Background: an optimization exercise with open tools, aiming at small area, a short achievable clock period and few clock cycles per item. Do not read the settings as production practice.
The RTL was checked by simulation tests, not by an equivalence proof against the original design.

`design/flow/design.v`:
```
package fbg_pkg;
	localparam int MaxDim = 4096;
	localparam int DimW = 13;
	localparam int CoordW = 12;
	localparam int ColorW = 24;
	localparam int ChanW = 8;
	localparam int NumChan = 3;
	localparam int NormW = 13;      
	localparam int SideW = 22;      
	localparam int NumW = 35;       
	localparam int AreaW = 26;      
	localparam int TopW = 14;       
	localparam int InvW = 13;       
	localparam int QuoW = 9;        
	localparam int RemW = 27;       
	typedef enum logic [2:0] {
		REG_WIDTH = 3'd0,
		REG_HEIGHT = 3'd1,
		REG_TOP_LEFT = 3'd2,
		REG_TOP_RIGHT = 3'd3,
		REG_BOTTOM_LEFT = 3'd4,
		REG_BOTTOM_RIGHT = 3'd5
	} reg_index_t;
endpackage
module fbg_div_est (
	input  logic [fbg_pkg::TopW-1:0] top,
	input  logic [fbg_pkg::InvW-1:0] inv,
	output logic [fbg_pkg::QuoW-1:0] q_est
);
	logic [fbg_pkg::TopW+fbg_pkg::InvW-1:0] prod;
	assign prod = top * inv;
	assign q_est = prod[15 +: fbg_pkg::QuoW];
endmodule
module fbg_div_fix (
	input  logic [fbg_pkg::RemW-1:0]  num_lo,
	input  logic [fbg_pkg::QuoW-1:0]  q_est,
	input  logic [fbg_pkg::AreaW-1:0] dv,
	output logic                      ge
);
	logic [fbg_pkg::RemW-1:0] r;
	assign r = num_lo - fbg_pkg::RemW'(q_est) * fbg_pkg::RemW'(dv) - fbg_pkg::RemW'(dv);
	assign ge = ~r[fbg_pkg::RemW-1];
endmodule
module four_corner_bilinear_gradient_unit (
	input  logic              clk,
	input  logic              arst_n,
	input  logic              cfg_we,
	input  logic [2:0]        cfg_index,
	input  logic [fbg_pkg::ColorW-1:0] cfg_data,
	input  logic              in_valid,
	output logic              in_stall,
	input  logic [fbg_pkg::CoordW-1:0] pixel_x,
	input  logic [fbg_pkg::CoordW-1:0] pixel_y,
	output logic              out_valid,
	input  logic              out_stall,
	output logic [fbg_pkg::ChanW-1:0]  red,
	output logic [fbg_pkg::ChanW-1:0]  green,
	output logic [fbg_pkg::ChanW-1:0]  blue
);
	localparam int NC = fbg_pkg::NumChan;
	localparam int CW = fbg_pkg::ChanW;
	localparam int XW = fbg_pkg::NormW;
	localparam int SW = fbg_pkg::SideW;
	localparam int NW = fbg_pkg::NumW;
	localparam int AW = fbg_pkg::AreaW;
	localparam int TW = fbg_pkg::TopW;
	localparam int IW = fbg_pkg::InvW;
	localparam int QW = fbg_pkg::QuoW;
	localparam int RW = fbg_pkg::RemW;
	logic [fbg_pkg::DimW-1:0] width_q, height_q;
	logic [fbg_pkg::ColorW-1:0] tl_q, tr_q, bl_q, br_q;
	always_ff @(posedge clk or negedge arst_n) begin
		if (!arst_n) begin
			width_q <= fbg_pkg::DimW'(1024);
			height_q <= fbg_pkg::DimW'(768);
			tl_q <= '0;
			tr_q <= '0;
			bl_q <= '0;
			br_q <= '0;
		end else if (cfg_we) begin
			unique case (cfg_index)
				fbg_pkg::REG_WIDTH: width_q <= cfg_data[fbg_pkg::DimW-1:0];
				fbg_pkg::REG_HEIGHT: height_q <= cfg_data[fbg_pkg::DimW-1:0];
				fbg_pkg::REG_TOP_LEFT: tl_q <= cfg_data;
				fbg_pkg::REG_TOP_RIGHT: tr_q <= cfg_data;
				fbg_pkg::REG_BOTTOM_LEFT: bl_q <= cfg_data;
				fbg_pkg::REG_BOTTOM_RIGHT: br_q <= cfg_data;
				default: ;
			endcase
		end
	end
	logic [fbg_pkg::DimW-1:0] wc, hc;
	logic [3:0] sw, sh;
	logic [XW-1:0] wn, hn;
	always_comb begin
		priority if (width_q == '0) wc = fbg_pkg::DimW'(1);
		else if (width_q > fbg_pkg::DimW'(fbg_pkg::MaxDim)) wc = fbg_pkg::DimW'(fbg_pkg::MaxDim);
		else wc = width_q;
		priority if (height_q == '0) hc = fbg_pkg::DimW'(1);
		else if (height_q > fbg_pkg::DimW'(fbg_pkg::MaxDim)) hc = fbg_pkg::DimW'(fbg_pkg::MaxDim);
		else hc = height_q;
		sw = 4'd12;
		sh = 4'd12;
		for (int i = 0; i < XW; i++) begin
			if (wc[i]) sw = 4'(XW - 1 - i);
			if (hc[i]) sh = 4'(XW - 1 - i);
		end
		wn = wc << sw;
		hn = hc << sh;
	end
	logic [NC-1:0][8:0] dx, dy;    
	logic [NC-1:0][9:0] kk;        
	always_comb begin
		for (int c = 0; c < NC; c++) begin
			dx[c] = {1'b0, br_q[c*CW +: CW]} - {1'b0, bl_q[c*CW +: CW]};
			dy[c] = {1'b0, tl_q[c*CW +: CW]} - {1'b0, bl_q[c*CW +: CW]};
			kk[c] = {2'b0, tr_q[c*CW +: CW]} - {2'b0, tl_q[c*CW +: CW]}
				- {2'b0, br_q[c*CW +: CW]} + {2'b0, bl_q[c*CW +: CW]};
		end
	end
	logic wr_size;
	assign wr_size = cfg_we && (cfg_index == fbg_pkg::REG_WIDTH || cfg_index == fbg_pkg::REG_HEIGHT);
	localparam logic [1:0] D_IDLE = 2'd0, D_MUL = 2'd1, D_DIV = 2'd2;
	logic [1:0] dst_q;
	logic [3:0] dcnt_q;
	logic [AW-1:0] area_q;
	logic [IW-1:0] inv_q;
	logic [AW:0] drem_q;
	logic [AW:0] drem_sub;
	logic dge;
	always_comb begin
		drem_sub = drem_q - {1'b0, area_q};
		dge = !drem_sub[AW];
	end
	always_ff @(posedge clk or negedge arst_n) begin
		if (!arst_n) begin
			dst_q <= D_IDLE;
			dcnt_q <= 4'd12;
			area_q <= AW'(4096 * 6144);
			inv_q <= IW'(2730);
			drem_q <= '0;
		end else if (wr_size) begin
			dst_q <= D_MUL;
			dcnt_q <= 4'd12;
			area_q <= '0;
		end else begin
			unique case (dst_q)
				D_MUL: begin
					area_q <= {area_q[AW-2:0], 1'b0} + (hn[dcnt_q] ? AW'(wn) : AW'(0));
					dcnt_q <= dcnt_q - 4'd1;
					drem_q <= (AW+1)'(1) << 24;
					if (dcnt_q == 4'd0) begin
						dst_q <= D_DIV;
						dcnt_q <= 4'd12;
					end
				end
				D_DIV: begin
					inv_q <= {inv_q[IW-2:0], dge};
					drem_q <= {(dge ? drem_sub[AW-1:0] : drem_q[AW-1:0]), 1'b0};
					dcnt_q <= dcnt_q - 4'd1;
					if (dcnt_q == 4'd0) dst_q <= D_IDLE;
				end
				default: ;
			endcase
		end
	end
	logic cbusy_q;
	logic [3:0] ccnt_q;
	logic [NC-1:0][SW-1:0] c1_q, c2_q;
	logic [NC-1:0][9:0] k_q;
	always_ff @(posedge clk or negedge arst_n) begin
		if (!arst_n) begin
			cbusy_q <= 1'b0;
			ccnt_q <= 4'd12;
			c1_q <= '0;
			c2_q <= '0;
			k_q <= '0;
		end else if (cfg_we) begin
			cbusy_q <= 1'b1;
			ccnt_q <= 4'd12;
			c1_q <= '0;
			c2_q <= '0;
		end else if (cbusy_q) begin
			cbusy_q <= (ccnt_q != 4'd0);
			ccnt_q <= ccnt_q - 4'd1;
			k_q <= kk;
			for (int c = 0; c < NC; c++) begin
				c1_q[c] <= {c1_q[c][SW-2:0], 1'b0} + (hn[ccnt_q] ? {{(SW-9){dx[c][8]}}, dx[c]} : SW'(0));
				c2_q[c] <= {c2_q[c][SW-2:0], 1'b0} + (wn[ccnt_q] ? {{(SW-9){dy[c][8]}}, dy[c]} : SW'(0));
			end
		end
	end
	logic en, busy;
	logic sk_vld_q;
	assign busy = cbusy_q || (dst_q != D_IDLE);
	assign en = !sk_vld_q;
	assign in_stall = busy || sk_vld_q;
	logic [fbg_pkg::CoordW-1:0] x0_q, y0_q;
	logic [fbg_pkg::CoordW-1:0] xc, yc;
	logic [XW-1:0] x1_q, y1_q;
	always_comb begin
		xc = ({1'b0, x0_q} >= wc) ? 12'(wc - 13'd1) : x0_q;
		yc = ({1'b0, y0_q} >= hc) ? 12'(hc - 13'd1) : y0_q;
	end
	logic [XW-1:0] x2_q;
	logic [NC-1:0][SW-1:0] s2_q;
	logic [NC-1:0][NW-1:0] y2_q, n3_q;
	logic [NC-1:0][SW-1:0] s_nx;
	logic [NC-1:0][NW-1:0] y_nx, n_nx;
	for (genvar c = 0; c < NC; c++) begin : g_mul
		logic signed [9:0] k_s;
		logic signed [XW:0] x_s, y_s;
		logic signed [SW-1:0] c2_s, s_s, ky;
		logic signed [NW-1:0] yc2, xs;
		assign k_s = k_q[c];
		assign x_s = {1'b0, x2_q};
		assign y_s = {1'b0, y1_q};
		assign c2_s = c2_q[c];
		assign s_s = s2_q[c];
		assign ky = k_s * y_s;
		assign yc2 = y_s * c2_s;
		assign xs = x_s * s_s;
		assign s_nx[c] = c1_q[c] + ky;
		assign y_nx[c] = yc2 + {area_q, 8'b0};
		assign n_nx[c] = xs + y2_q[c];
	end
	logic [NC-1:0][QW-1:0] q_est, q4_q;
	logic [NC-1:0][RW-1:0] nlo4_q;
	logic [NC-1:0] ge;
	logic [NC-1:0][CW-1:0] res;
	for (genvar c = 0; c < NC; c++) begin : g_ch
		logic [CW-1:0] base0, base1;
		fbg_div_est u_est (.top(n3_q[c][NW-1 -: TW]), .inv(inv_q), .q_est(q_est[c]));
		fbg_div_fix u_fix (.num_lo(nlo4_q[c]), .q_est(q4_q[c]), .dv(area_q), .ge(ge[c]));
		assign base0 = bl_q[c*CW +: CW] + q4_q[c][CW-1:0];
		assign base1 = bl_q[c*CW +: CW] + q4_q[c][CW-1:0] + CW'(1);
		assign res[c] = ge[c] ? base1 : base0;
	end
	logic [4:0] v_q;
	logic ov_q;
	logic [NC-1:0][CW-1:0] o_q, sk_q;
	logic free;
	assign free = !ov_q || !out_stall;
	always_ff @(posedge clk or negedge arst_n) begin
		if (!arst_n) begin
			v_q <= '0;
			ov_q <= 1'b0;
			sk_vld_q <= 1'b0;
		end else begin
			if (en) begin
				v_q <= {v_q[3:0], in_valid && !busy};
			end
			if (sk_vld_q) begin
				if (free) begin
					ov_q <= 1'b1;
					sk_vld_q <= 1'b0;
				end
			end else if (free) begin
				ov_q <= v_q[4];
			end else if (v_q[4]) begin
				sk_vld_q <= 1'b1;
			end
		end
	end
	always_ff @(posedge clk) begin
		if (en) begin
			x0_q <= pixel_x;
			y0_q <= pixel_y;
			x1_q <= XW'(xc) << sw;
			y1_q <= XW'(yc) << sh;
			x2_q <= x1_q;
			for (int c = 0; c < NC; c++) begin
				s2_q[c] <= s_nx[c];
				y2_q[c] <= y_nx[c];
				n3_q[c] <= n_nx[c];
				q4_q[c] <= q_est[c];
				nlo4_q[c] <= n3_q[c][RW-1:0];
			end
		end
		if (sk_vld_q) begin
			if (free) o_q <= sk_q;
		end else if (free) begin
			o_q <= res;
		end else begin
			sk_q <= res;
		end
	end
	assign out_valid = ov_q;
	assign red = o_q[2];
	assign green = o_q[1];
	assign blue = o_q[0];
endmodule
```
`design/flow/run.sh`:
```
#!/bin/bash
# synth_recipe.tcl (not shown) runs the flow's synth.tcl, then flattens the netlist and writes it again
# the make line also repeats each setting of config.mk as NAME=value (left out here)
make -C /OpenROAD-flow-scripts/flow DESIGN_CONFIG=/design/flow/config.mk WORK_HOME=/design/flow/orfs CLKGATE_MAP_FILE= SYNTH_SCRIPT=/design/flow/synth_recipe.tcl finish
```
`design/flow/config.mk`:
```
export PLATFORM = sky130hd
export DESIGN_NAME = four_corner_bilinear_gradient_unit
export DESIGN_NICKNAME = four_corner_bilinear_gradient_unit
export VERILOG_FILES = /design/flow/design.v
export SDC_FILE = /design/flow/constraint.sdc
export NUM_CORES = 4
export LEC_CHECK = 0
export CAP_MARGIN = 20
export CORE_MARGIN = 2
export CORE_UTILIZATION = 55
export PLACE_DENSITY = 0.65
export SETUP_SLACK_MARGIN = 2
export SLEW_MARGIN = 20
```
`design/flow/constraint.sdc`:
```
create_clock -name core_clock -period 9.0 [get_ports {clk}]
set_input_delay 1.8000 -clock core_clock [delete_from_list [all_inputs] [get_ports {clk}]]
set_output_delay 1.8000 -clock core_clock [all_outputs]
set_load 0.01 [all_outputs]
```
==> notes.md <==
-- kinds of logic (layout without fill, tap and decap cells) --
kind of cell,after synthesis,count (layout),share of synthesized area
adder cells (fa/ha/maj),4459,4459,0.489
AND/OR/NAND/NOR,4860,4860,0.145
buffers and inverters,4437,4435,0.103
multiplexers,251,251,0.0169
flip-flops,862,862,0.148
AO/OA/AOI/OAI,1570,1570,0.0630
other,0,15,0
XOR/XNOR,659,659,0.0356
-- cells in the mapped netlist, types with 145 or more instances --
| master | count |
|---|---|
| a21o_1 | 208 |
| a21oi_1 | 434 |
| and2_1 | 1450 |
| clkbuf_1 | 722 |
| dfrtp_1 | 352 |
| edfxtp_1 | 495 |
| fa_1 | 3136 |
| ha_1 | 1323 |
| inv_1 | 3679 |
| nand2_1 | 2129 |
| nor2_1 | 545 |
| nor3_1 | 145 |
| o21ai_0 | 351 |
| xnor2_1 | 499 |
| xor2_1 | 160 |
-- flip-flops by register name, indices dropped and copies added, names as in the netlist, 27 cells and up --
register / flops
nlo4_q: 81
n3_q: 105
y2_q: 105
c2_q: 66
q4_q: 27
k_q: 30
c1_q: 66
s2_q: 66
-- placed cells by master, fill, tap and decap left out, types with 30 or more instances in the layout --
| cell | count |
|---|---|
| mux2_2 | 124 |
| a21o_1 | 208 |
| nor3_1 | 141 |
| nor2b_1 | 110 |
| o21bai_1 | 63 |
| nor2_1 | 542 |
| nand2b_1 | 110 |
| inv_1 | 3650 |
| edfxtp_1 | 495 |
| and3_1 | 50 |
| dfrtp_1 | 301 |
| clkdlybuf4s50_1 | 79 |
| mux2i_1 | 121 |
| o21a_1 | 90 |
| xnor2_1 | 492 |
| clkbuf_16 | 117 |
| nand3_1 | 123 |
| xor2_1 | 160 |
| buf_12 | 71 |
| fa_1 | 3126 |
| dfrtp_2 | 47 |
| nand4_1 | 32 |
| nand2_1 | 2124 |
| a211oi_1 | 56 |
| a21oi_1 | 421 |
| buf_6 | 30 |
| clkinvlp_4 | 30 |
| or3_1 | 52 |
| a31oi_1 | 31 |
| and2_1 | 1443 |
| ha_1 | 1304 |
| o21ai_0 | 339 |
| buf_4 | 346 |
-- cell type report --
class,count,area share
antenna,15,0.000214
clock buffer,136,0.0168
clock inverter,65,0.00514
inverter,3682,0.0796
multi-input combinational,11800,0.699
sequential,862,0.138
tap,3919,0.0280
timing repair buffer,552,0.0333
-- worst register-to-register path, stage by stage (launching register included) --
cell,delay (ns)
edfxtp_1,0.41
buf_4,0.15
buf_12,0.13
buf_12,0.17
nand2_1,0.10
fa_1,0.55
inv_1,0.05
fa_1,0.47
fa_1,0.52
inv_1,0.05
fa_1,0.52
inv_1,0.05
fa_1,0.47
inv_1,0.05
fa_1,0.49
inv_2,0.06
ha_4,0.26
a21o_1,0.18
a21o_1,0.16
a21o_1,0.19
a2111o_1,0.38
o221ai_2,0.22
o211a_1,0.24
a31oi_2,0.11
a21o_1,0.20
o41ai_2,0.32
xnor2_1,0.13
-- routing by layer --
layer	share of wire	track usage	vias up
met4	0.050	0.130	10
met3	0.091	0.0685	784
li1	-	-	51900
met2	0.45	0.510	4301
met5	0.00017	0	-
met1	0.41	0.440	59400
-- stage by stage --
step                cells  setup slack (ns)  utilization  hold WS, ns
detailed placement  20600              1.36        0.569        0.405
finish              21000              2.10        0.596        0.397
floorplan           17100              2.02            -        0.400
global placement    20600              1.45        0.569        0.401
global route        21000              1.80        0.596        0.412
CTS                 20900              1.98        0.589        0.394
-- repair_timing --
item                       CTS  global route
setup buffers              128           107
cloned                      13             7
resized for setup           99           209
pin swaps                    7            50
setup endpoints to repair   93           125
hold buffers                 0             0
-- how the worst max path moves through the flow --
stage | end | start | cells after the start | slack (ns)
2_1_floorplan | y2_q[103] | area_q[11] | 26 | 2.02
3_3_place_gp | n3_q[100] | x2_q[0] | 26 | 1.45
3_5_place_dp | y2_q[34] | y1_q[0] | 25 | 1.36
4_1_cts | n3_q[101] | s2_q[52] | 23 | 1.98
5_1_grt | y2_q[34] | area_q[5] | 25 | 1.80
6_report | y2_q[69] | y1_q[2] | 26 | 2.10
==> impl_results.md <==
* GRT Residual Overflow at 0
* Clk buf depth at 3
* Number of port buffers at 81
* Drt pass-1 iters at 6
* Critical Path Source Type: register
* Vias in the first global route at 122000
* Post-route cell area at 0.175 mm^2
* Critical R2R Launch: y1_q[2]
* R2R setup slack at 2.10 ns
* Final period util at 0.767
* H-tree depth at 3
* Clk sink count at 862
* Register area share after synthesis at 0.148
* HP Start: n3_q[48]
* DRC violations left at 0
* Distinct cells, synth at 101
* Initial core utilization at 0.553
* Critical Path End Type: register
* Die Y at 547 um
* Die area at 0.300 mm^2
* Antenna violations before repair at 48
* Unrepaired setup endpoints after global routing: yes
* Yosys reg bits at 862
* Nets@finish at 21500
* Clock Latency Late Sink at 0.85 ns
* DRT iter0 DRCs at 9188
* Post-synth top area cell: fa_1
* MaxCap Viol Count at 0
* Hold Path Class: register to register
* Relative slew slack at 0.174
* Avg WL per Cell at 22.8 um
* CTS tree: built
* EDFF count, synth at 495
* Worst path bufs/invs at 8
* Total Routed Length at 479000 um
* Final ANT Viol Nets at 0
* Final Max Tran Viols at 0
* Largest net degree at the start of global routing at 138
* Fin crit period at 6.90 ns
* First-pass GRT wire length at 735000 um
* Core Footprint at 0.294 mm^2
* TritonCTS buffer count at 108
* WS Path Type: register to register
* Synth area leaders: fa_1 (39%), ha_1 (10%), edfxtp_1 (9.2%), inv_1 (8.5%), and2_1 (5.6%)
* Status: timing/DRC/antenna clean
* Worst-case clock skew at 0.113 ns
* Hold path depth at 0
* RePlAce Congestion at 0.939
* Routed vias/inst at 5.53
* Crit-path slowest cell: fa_1
* Final-report setup violation count at 0
* Share of cells above drive strength 1 at 0.0627
* Root Driver: clkbuf_16
* Syn nets at 21600
* Max Fanout on Critical Path at 9
* Synthesized area at 0.162 mm^2
* Layout fillers at 25400
* FFs w/ async S/R, synth at 0.426
* Achievable frequency at 0.145 GHz
* Setup TNS at 0 ns
* Reg2Reg Depth at 26
* Area growth, synth to finish at 7.88%
* Vias at 116000
* Post-synth top flop: edfxtp_1
* Synthesized instance count at 17100
* FF/Latch Area at 0.0241 mm^2
* # IOs at 82
* Die width at 547 um
* Cell mode on critical path: fa_1
* FF-to-FF End: y2_q[69]
* Cell row count at 199
* GRT Total Usage at 0.324
* Crit-path max cell delay at 0.55 ns
* Final Hold Viols at 0
* Worst path required time at 9.52 ns
* Clock slew at reported path FFs at 0.07 ns
* Ys Warns at 1
* Worst path arrival time at 7.42 ns
* Post-DP Area at 0.167 mm^2
* Slew @ Worst Pin at 1.24 ns
* Crit-path leading delay family: adder cells
* Multi-input gate area at 0.122 mm^2
* Detailed placement HPWL at 363000 um
* Syn_area_per_cell at 9.49 um^2
* Post-synth top area share at 0.387
* Hold EP: nlo4_q[40]
Testbench counts, summed over its fixed seeds: cycles 17,472, items 16,384.

[static timing again, ports no longer ideal]
The results above use ideal ports. As a check the final layout listed here was re-extracted and re-timed, cells and wires unchanged.
Step 1 assumes that a clkbuf_16 drives the clock port and a buf_2 every other input.
Step 2, shift: input delay + t, output delay - t, t = (earliest + latest rising clock arrival at the registers) / 2. This alone moves slack from input paths to output paths.
a / b / c = no drivers / after step 1 / after step 2; a / b = the first two.
t, ns: 0.902
setup slack, ns: 2.101 / 2.101 / 2.101
clock arrival spread, ns: 0.113 / 0.113
slew at the worst register clock pin (ns): 0.08 / 0.08
worst data-port slew with drivers (ns): 0.21
After both steps this run still meets setup and hold. The setup slack of this run moves by 0.000 ns with the drivers and by 0.000 ns with both steps.
